Background: an optimization exercise with open tools, aiming at small area and a short achievable clock period. Do not read the settings as production practice. RTL that was checked went through simulation tests only; none was proved equivalent to the original. Power figures rest on the tool's default switching activity, not on a simulated workload.

==> job 1188 <==
// d_mem_sized
module d_mem_sized #(
  parameter int MEM_WORDS  = 64,
  parameter int ADDR_WIDTH = 32
) (
  input  logic                  clk,
  input  logic                  rst_n,
  input  logic                  req,
  input  logic                  we,
  input  logic [1:0]            size,
  input  logic                  is_unsigned,
  input  logic [ADDR_WIDTH-1:0] addr,
  input  logic [DATA_W-1:0]     wdata,
  output logic [DATA_W-1:0]     rdata,
  output logic                  rvalid,
  output logic                  err
);
==> module d_mem_lane_align, before the edit <==
module d_mem_lane_align (
  input  logic [1:0]        size,
  input  logic [1:0]        lane,
  input  logic              is_unsigned,
  input  logic [DATA_W-1:0] wdata,
  output logic [3:0]        be,
  output logic [DATA_W-1:0] wdata_rep,
  input  logic [DATA_W-1:0] rword,
  output logic [7:0]        ld_lo_even,
  output logic [7:0]        ld_lo_odd,
  output logic [7:0]        ld_mid,
  output logic [15:0]       ld_hi,
  output logic              ld_sx8,
  output logic              ld_sx16
);
  logic       sz_byte, sz_half, sz_word;
  logic [1:0] sgn_lane;
  logic [3:0] sel_sx8, sel_sx16, msb;
  assign sz_byte = (size == 2'b00);
  assign sz_half = size[0];
  assign sz_word = size[1];
  assign be[0] = ~lane[1] & ~lane[0] | sz_word;
  assign be[1] = ~lane[1] & (lane[0] | sz_half) | sz_word;
  assign be[2] =  lane[1] & ~lane[0] | sz_word;
  assign be[3] =  lane[1] & (lane[0] | sz_half) | sz_word;
  assign wdata_rep[7:0]   = wdata[7:0];
  assign wdata_rep[15:8]  = sz_byte ? wdata[7:0] : wdata[15:8];
  assign wdata_rep[23:16] = sz_word ? wdata[23:16] : wdata[7:0];
  assign wdata_rep[31:24] = sz_byte ? wdata[7:0] : (sz_word ? wdata[31:24] : wdata[15:8]);
  assign ld_lo_even = lane[1] ? rword[23:16] : rword[7:0];
  assign ld_lo_odd  = lane[1] ? rword[31:24] : rword[15:8];
  assign sgn_lane = sz_byte ? lane : {lane[1], 1'b1};
  for (genvar l = 0; l < 4; l++) begin : g_sgn
    assign sel_sx8[l]  = ~is_unsigned & sz_byte & (lane == l);
    assign sel_sx16[l] = ~is_unsigned & ~sz_word & (sgn_lane == l);
  end
  assign msb = {rword[31], rword[23], rword[15], rword[7]};
  assign ld_mid  = sz_byte ? 8'h00 : ld_lo_odd;
  assign ld_hi   = sz_word ? rword[31:16] : 16'h0000;
  assign ld_sx8  = |(sel_sx8 & msb);
  assign ld_sx16 = |(sel_sx16 & msb);
endmodule
==> module d_mem_sized, before the edit <==
module d_mem_sized #(
  parameter int MEM_WORDS  = 64,
  parameter int ADDR_WIDTH = 32
) (
  input  logic                  clk,
  input  logic                  rst_n,
  input  logic                  req,
  input  logic                  we,
  input  logic [1:0]            size,
  input  logic                  is_unsigned,
  input  logic [ADDR_WIDTH-1:0] addr,
  input  logic [DATA_W-1:0]     wdata,
  output logic [DATA_W-1:0]     rdata,
  output logic                  rvalid,
  output logic                  err
);
  localparam int IDX_W = $clog2(MEM_WORDS);    
  localparam int GRPS  = MEM_WORDS / 8;
  logic [1:0]       lane;
  logic [IDX_W-1:0] idx;
  logic             legal;
  logic             acc_st, acc_ld, acc_bad;
  logic [3:0]       be;
  logic [31:0]      wdata_rep;
  logic [7:0]       sel_lo;                    
  logic [GRPS-1:0]  sel_hi;                    
  assign lane = addr[1:0];
  assign idx  = addr[IDX_W+1:2];
  always_comb begin
    case (size)
      2'b00:   legal = 1'b1;
      2'b01:   legal = ~lane[0];
      2'b10:   legal = (lane == 2'b00);
      default: legal = 1'b0;
    endcase
  end
  assign acc_st  = req &  we & legal;
  assign acc_ld  = req & ~we & legal;
  assign acc_bad = req & ~legal;
  for (genvar i = 0; i < 8; i++) begin : g_sel_lo
    assign sel_lo[i] = (idx[2:0] == i);
  end
  for (genvar i = 0; i < GRPS; i++) begin : g_sel_hi
    assign sel_hi[i] = (idx[IDX_W-1:3] == i);
  end
  logic [7:0]  ld_lo_even, ld_lo_odd, ld_mid;
  logic [15:0] ld_hi;
  logic        ld_sx8, ld_sx16;
  logic [31:0] rword;
  d_mem_lane_align u_align (
    .size        (size),
    .lane        (lane),
    .is_unsigned (is_unsigned),
    .wdata       (wdata),
    .be          (be),
    .wdata_rep   (wdata_rep),
    .rword       (rword),
    .ld_lo_even  (ld_lo_even),
    .ld_lo_odd   (ld_lo_odd),
    .ld_mid      (ld_mid),
    .ld_hi       (ld_hi),
    .ld_sx8      (ld_sx8),
    .ld_sx16     (ld_sx16)
  );
  logic [31:0] mem [MEM_WORDS];
  for (genvar w = 0; w < MEM_WORDS; w++) begin : g_w
    for (genvar b = 0; b < 4; b++) begin : g_b
      always_ff @(posedge clk) begin
        if (acc_st & sel_hi[w/8] & sel_lo[w%8] & be[b]) mem[w][8*b +: 8] <= wdata_rep[8*b +: 8];
      end
    end
  end
  logic [31:0] grp [GRPS];
  always_comb begin
    for (int h = 0; h < GRPS; h++) begin
      grp[h] = '0;
      for (int g = 0; g < 8; g++) grp[h] |= mem[8*h+g] & {32{sel_lo[g]}};
    end
    rword = '0;
    for (int h = 0; h < GRPS; h++) rword |= grp[h] & {32{sel_hi[h]}};
  end
  logic [7:0]  lo_even_q, lo_odd_q, mid_q;
  logic [15:0] hi_q;
  logic        lane0_q, sx8_q, sx16_q;
  always_ff @(posedge clk or negedge rst_n) begin
    if (!rst_n) begin
      lo_even_q <= '0;
      lo_odd_q  <= '0;
      lane0_q   <= 1'b0;
      mid_q     <= '0;
      hi_q      <= '0;
      sx8_q     <= 1'b0;
      sx16_q    <= 1'b0;
    end else if (acc_ld) begin
      lo_even_q <= ld_lo_even;
      lo_odd_q  <= ld_lo_odd;
      lane0_q   <= lane[0];
      mid_q     <= ld_mid;
      hi_q      <= ld_hi;
      sx8_q     <= ld_sx8;
      sx16_q    <= ld_sx16;
    end
  end
  assign rdata = {hi_q | {16{sx16_q}}, mid_q | {8{sx8_q}}, lane0_q ? lo_odd_q : lo_even_q};
  always_ff @(posedge clk or negedge rst_n) begin
    if (!rst_n) begin
      rvalid <= 1'b0;
      err    <= 1'b0;
    end else begin
      rvalid <= acc_ld;
      err    <= acc_bad;
    end
  end
endmodule
export LEC_CHECK = 0
export ABC_AREA = 1
export CAP_MARGIN = 20
export CORE_MARGIN = 2
export CORE_UTILIZATION = 40
export CTS_CLUSTER_DIAMETER = 100
export CTS_CLUSTER_SIZE = 30
export SETUP_SLACK_MARGIN = 2.8
export SLEW_MARGIN = 20
create_clock -name core_clock -period 5.5 [get_ports {clk}]
run.sh (not shown) runs the stock make flow with config.mk's settings and CLKGATE_MAP_FILE= SYNTH_SCRIPT=/design/flow/synth_recipe.tcl, a recipe that flattens the netlist after the stock synthesis.
==> job 8540 (differences from job 1188) <==
--- a/flow/design.v
+++ b/flow/design.v
@@ -23,16 +23,15 @@
   output logic [3:0]        be,
   output logic [DATA_W-1:0] wdata_rep,
   input  logic [DATA_W-1:0] rword,
-  output logic [7:0]        ld_lo_even,
-  output logic [7:0]        ld_lo_odd,
+  output logic [7:0]        ld_lo,
   output logic [7:0]        ld_mid,
   output logic [15:0]       ld_hi,
   output logic              ld_sx8,
   output logic              ld_sx16
 );
   logic       sz_byte, sz_half, sz_word;
-  logic [1:0] sgn_lane;
-  logic [3:0] sel_sx8, sel_sx16, msb;
+  logic [7:0] b0, b1;
+  logic       sb;
   assign sz_byte = (size == 2'b00);
   assign sz_half = size[0];
   assign sz_word = size[1];
@@ -44,18 +43,21 @@
   assign wdata_rep[15:8]  = sz_byte ? wdata[7:0] : wdata[15:8];
   assign wdata_rep[23:16] = sz_word ? wdata[23:16] : wdata[7:0];
   assign wdata_rep[31:24] = sz_byte ? wdata[7:0] : (sz_word ? wdata[31:24] : wdata[15:8]);
-  assign ld_lo_even = lane[1] ? rword[23:16] : rword[7:0];
-  assign ld_lo_odd  = lane[1] ? rword[31:24] : rword[15:8];
-  assign sgn_lane = sz_byte ? lane : {lane[1], 1'b1};
-  for (genvar l = 0; l < 4; l++) begin : g_sgn
-    assign sel_sx8[l]  = ~is_unsigned & sz_byte & (lane == l);
-    assign sel_sx16[l] = ~is_unsigned & ~sz_word & (sgn_lane == l);
+  always_comb begin
+    case (lane)
+      2'd0:    b0 = rword[7:0];
+      2'd1:    b0 = rword[15:8];
+      2'd2:    b0 = rword[23:16];
+      default: b0 = rword[31:24];
+    endcase
   end
-  assign msb = {rword[31], rword[23], rword[15], rword[7]};
-  assign ld_mid  = sz_byte ? 8'h00 : ld_lo_odd;
+  assign b1 = lane[1] ? rword[31:24] : rword[15:8];
+  assign sb = ~is_unsigned & (sz_half ? b1[7] : b0[7]);
+  assign ld_lo   = b0;
+  assign ld_mid  = sz_byte ? 8'h00 : b1;
   assign ld_hi   = sz_word ? rword[31:16] : 16'h0000;
-  assign ld_sx8  = |(sel_sx8 & msb);
-  assign ld_sx16 = |(sel_sx16 & msb);
+  assign ld_sx8  = sz_byte & sb;
+  assign ld_sx16 = ~sz_word & sb;
 endmodule
 import d_mem_pkg::*;
 module d_mem_sized #(
@@ -103,7 +105,7 @@
   for (genvar i = 0; i < GRPS; i++) begin : g_sel_hi
     assign sel_hi[i] = (idx[IDX_W-1:3] == i);
   end
-  logic [7:0]  ld_lo_even, ld_lo_odd, ld_mid;
+  logic [7:0]  ld_lo, ld_mid;
   logic [15:0] ld_hi;
   logic        ld_sx8, ld_sx16;
   logic [31:0] rword;
@@ -115,8 +117,7 @@
     .be          (be),
     .wdata_rep   (wdata_rep),
     .rword       (rword),
-    .ld_lo_even  (ld_lo_even),
-    .ld_lo_odd   (ld_lo_odd),
+    .ld_lo       (ld_lo),
     .ld_mid      (ld_mid),
     .ld_hi       (ld_hi),
     .ld_sx8      (ld_sx8),
@@ -139,29 +140,25 @@
     rword = '0;
     for (int h = 0; h < GRPS; h++) rword |= grp[h] & {32{sel_hi[h]}};
   end
-  logic [7:0]  lo_even_q, lo_odd_q, mid_q;
+  logic [7:0]  lo_q, mid_q;
   logic [15:0] hi_q;
-  logic        lane0_q, sx8_q, sx16_q;
+  logic        sx8_q, sx16_q;
   always_ff @(posedge clk or negedge rst_n) begin
     if (!rst_n) begin
-      lo_even_q <= '0;
-      lo_odd_q  <= '0;
-      lane0_q   <= 1'b0;
-      mid_q     <= '0;
-      hi_q      <= '0;
-      sx8_q     <= 1'b0;
-      sx16_q    <= 1'b0;
+      lo_q   <= '0;
+      mid_q  <= '0;
+      hi_q   <= '0;
+      sx8_q  <= 1'b0;
+      sx16_q <= 1'b0;
     end else if (acc_ld) begin
-      lo_even_q <= ld_lo_even;
-      lo_odd_q  <= ld_lo_odd;
-      lane0_q   <= lane[0];
-      mid_q     <= ld_mid;
-      hi_q      <= ld_hi;
-      sx8_q     <= ld_sx8;
-      sx16_q    <= ld_sx16;
+      lo_q   <= ld_lo;
+      mid_q  <= ld_mid;
+      hi_q   <= ld_hi;
+      sx8_q  <= ld_sx8;
+      sx16_q <= ld_sx16;
     end
   end
-  assign rdata = {hi_q | {16{sx16_q}}, mid_q | {8{sx8_q}}, lane0_q ? lo_odd_q : lo_even_q};
+  assign rdata = {hi_q | {16{sx16_q}}, mid_q | {8{sx8_q}}, lo_q};
   always_ff @(posedge clk or negedge rst_n) begin
     if (!rst_n) begin
       rvalid <= 1'b0;
--- a/flow/config.mk
+++ b/flow/config.mk
@@ -9,7 +9,5 @@
 export CAP_MARGIN = 20
 export CORE_MARGIN = 2
 export CORE_UTILIZATION = 40
-export CTS_CLUSTER_DIAMETER = 100
-export CTS_CLUSTER_SIZE = 30
 export SETUP_SLACK_MARGIN = 2.8
 export SLEW_MARGIN = 20
==> job 9202 (differences from job 1188) <==
==> flow/design.v (replaced) <==
package d_mem_pkg;
  localparam int NUM_LANES = 4;
  localparam int VEC_W     = 8;
  localparam int DATA_W    = NUM_LANES * VEC_W;
  typedef enum logic [1:0] {
    SZ_BYTE = 2'b00,
    SZ_HALF = 2'b01,
    SZ_WORD = 2'b10,
    SZ_RSVD = 2'b11
  } size_e;
  typedef struct packed {
    size_e      size;
    logic       is_unsigned;
    logic [1:0] lane;
  } ld_ctx_t;
endpackage
import d_mem_pkg::*;
module d_mem_lane_align (
  input  logic [DATA_W-1:0] rword,
  input  logic [1:0]        ld_size,
  input  logic              ld_unsigned,
  input  logic [1:0]        ld_lane,
  output logic [DATA_W-1:0] rdata
);
  logic [7:0]  b0, b1;
  logic        sb;
  always_comb begin
    case (ld_lane)
      2'd0: b0 = rword[7:0];
      2'd1: b0 = rword[15:8];
      2'd2: b0 = rword[23:16];
      default: b0 = rword[31:24];
    endcase
    b1 = ld_lane[1] ? rword[31:24] : rword[15:8];
    sb = ~ld_unsigned & (ld_size[0] ? b1[7] : b0[7]);
    rdata[7:0]   = b0;
    rdata[15:8]  = (ld_size == 2'b00) ? {8{sb}} : b1;
    rdata[31:16] = ld_size[1] ? rword[31:16] : {16{sb}};
  end
endmodule
import d_mem_pkg::*;
module d_mem_sized #(
  parameter int MEM_WORDS  = 64,
  parameter int ADDR_WIDTH = 32
) (
  input  logic                  clk,
  input  logic                  rst_n,
  input  logic                  req,
  input  logic                  we,
  input  logic [1:0]            size,
  input  logic                  is_unsigned,
  input  logic [ADDR_WIDTH-1:0] addr,
  input  logic [DATA_W-1:0]     wdata,
  output logic [DATA_W-1:0]     rdata,
  output logic                  rvalid,
  output logic                  err
);
  localparam int IDX_W = $clog2(MEM_WORDS);
  logic [1:0]       lane;
  logic [IDX_W-1:0] idx;
  logic             legal;
  logic             acc_st, acc_ld, acc_bad;
  logic [3:0]       be;
  logic [7:0]       wd [4];
  logic [MEM_WORDS-1:0] row;
  assign lane = addr[1:0];
  assign idx  = addr[IDX_W+1:2];
  always_comb begin
    case (size)
      2'b00:   legal = 1'b1;
      2'b01:   legal = ~lane[0];
      2'b10:   legal = (lane == 2'b00);
      default: legal = 1'b0;
    endcase
  end
  assign acc_st  = req &  we & legal;
  assign acc_ld  = req & ~we & legal;
  assign acc_bad = req & ~legal;
  assign be[0] = ~lane[1] & ~lane[0] | size[1];
  assign be[1] = ~lane[1] & (lane[0] | size[0]) | size[1];
  assign be[2] =  lane[1] & ~lane[0] | size[1];
  assign be[3] =  lane[1] & (lane[0] | size[0]) | size[1];
  assign wd[0] = wdata[7:0];
  assign wd[1] = (size == 2'b00) ? wdata[7:0] : wdata[15:8];
  assign wd[2] = size[1] ? wdata[23:16] : wdata[7:0];
  assign wd[3] = (size == 2'b00) ? wdata[7:0] : (size[1] ? wdata[31:24] : wdata[15:8]);
  for (genvar w = 0; w < MEM_WORDS; w++) begin : g_row
    assign row[w] = (idx == w);
  end
  logic [31:0] mem [MEM_WORDS];
  for (genvar w = 0; w < MEM_WORDS; w++) begin : g_w
    for (genvar b = 0; b < 4; b++) begin : g_b
      always_ff @(posedge clk) begin
        if (acc_st & row[w] & be[b]) mem[w][8*b +: 8] <= wd[b];
      end
    end
  end
  logic [31:0] rword;
  always_comb begin
    rword = '0;
    for (int w = 0; w < MEM_WORDS; w++) rword |= mem[w] & {32{row[w]}};
  end
  logic [31:0] rword_q;
  logic [1:0]  ld_size_q;
  logic        ld_unsigned_q;
  logic [1:0]  ld_lane_q;
  always_ff @(posedge clk or negedge rst_n) begin
    if (!rst_n) begin
      rword_q       <= '0;
      ld_size_q     <= '0;
      ld_unsigned_q <= 1'b0;
      ld_lane_q     <= '0;
    end else if (acc_ld) begin
      rword_q       <= rword;
      ld_size_q     <= size;
      ld_unsigned_q <= is_unsigned;
      ld_lane_q     <= lane;
    end
  end
  d_mem_lane_align u_align (
    .rword       (rword_q),
    .ld_size     (ld_size_q),
    .ld_unsigned (ld_unsigned_q),
    .ld_lane     (ld_lane_q),
    .rdata       (rdata)
  );
  always_ff @(posedge clk or negedge rst_n) begin
    if (!rst_n) begin
      rvalid <= 1'b0;
      err    <= 1'b0;
    end else begin
      rvalid <= acc_ld;
      err    <= acc_bad;
    end
  end
endmodule
==> flow/config.mk (replaced) <==
export PLATFORM = sky130hd
export DESIGN_NAME = d_mem_sized
export DESIGN_NICKNAME = d_mem_sized
export VERILOG_FILES = /design/flow/design.v
export SDC_FILE = /design/flow/constraint.sdc
export NUM_CORES = 4
export LEC_CHECK = 0
export CAP_MARGIN = 20
export CORE_MARGIN = 2
export CORE_UTILIZATION = 40
export SLEW_MARGIN = 20
==> run notes <==
Run status: job 1188 no timing/DRC/antenna violations; job 9202 no timing/DRC/antenna violations; job 8540 no timing/DRC/antenna violations
Die H: job 1188 459 µm; job 9202 445 µm; job 8540 455 µm
Maximum number of pins on one net before global-route repair: job 1188 67; job 9202 65; job 8540 66
Latest clock arrival within the worst-skew pair: job 1188 780 ps; job 9202 870 ps; job 8540 860 ps
Number of global-route vias before repair: job 1188 50,153; job 9202 48,997; job 8540 50,705
# clock sinks: job 1188 2,093; job 9202 2,087; job 8540 2,084
Via Count: job 1188 55,141; job 9202 54,443; job 8540 54,422
Reg power frac: job 1188 62.9%; job 9202 52.3%; job 8540 52.7%
Inverters, non-clock: job 1188 114; job 9202 2; job 8540 165
Inserted Clock Buffers: job 1188 81; job 9202 203; job 8540 204
Ratio of routed vias to standard cells: job 1188 5.52; job 9202 6.99; job 8540 5.55
Htree depth: job 1188 3; job 9202 4; job 8540 4
Width of the die: job 1188 459 µm; job 9202 445 µm; job 8540 455 µm
Met2 Use GR: job 1188 38.3%; job 9202 50.3%; job 8540 38.3%
Post-detail-place hpwl: job 1188 158,000 µm; job 9202 227,000 µm; job 8540 162,000 µm
Post-Place Setup Slack: job 1188 571 ps; job 9202 713 ps; job 8540 631 ps
Final core area utilization: job 1188 46.8%; job 9202 48.0%; job 8540 48.3%
Area fraction in compound gates after synthesis: job 1188 1.41%; job 9202 10.4%; job 8540 2.99%
Seq cells post-synth: job 1188 2,093; job 9202 2,087; job 8540 2,084
Cell area after synthesis: job 1188 0.0828 mm²; job 9202 0.0777 mm²; job 8540 0.0813 mm²
Post-CTS setup buffer count: job 1188 123; job 9202 0; job 8540 52
Number of synthesis warnings: job 1188 3; job 9202 4; job 8540 4
Gp weighted congestion: job 1188 0.893; job 9202 1.02; job 8540 0.922
Post-synth ARST share: job 1188 2.15%; job 9202 1.87%; job 8540 1.73%
Total die area: job 1188 0.211 mm²; job 9202 0.198 mm²; job 8540 0.207 mm²
Number of standard-cell rows in the floorplan: job 1188 166; job 9202 161; job 8540 165
Min-delay worst type: job 1188 primary input to asynchronous set/reset pin; job 9202 primary input to asynchronous set/reset pin; job 8540 register to register
Only the layout flow was run in job 1188 and job 9202; the RTL was not checked for function there.

what the ideal ports hide:
In the flow no input, the clock included, has a driving cell. The finished layouts below were timed again as built, in two steps. Step 1 sets driving cells, clkbuf_16 on the clock port and buf_2 on the other inputs (assumed; they add their load-dependent delay and slew). Step 2 also shifts input and output timing later by t, the mid clock arrival at the registers, as if the neighbouring blocks saw the same clock. Three values: ideal, step 1, step 2; two values: the first two.
run | t, ns | setup slack, ns | hold WS [ns]
job 1188 | 0.843 | 2.434 / 2.376 / 1.651 | 0.450 / 0.393 / 0.496
job 8540 | 0.945 | 2.630 / 2.539 / 1.643 | 0.489 / 0.489 / 0.489
job 9202 | 0.937 | 0.445 / 0.355 / 0.414 | 0.347 / 0.373 / 0.478
After both steps every run listed still meets setup and hold. The setup slack of job 8540, which loses most, moves by -0.091 ns with the drivers and by -0.987 ns with both steps.
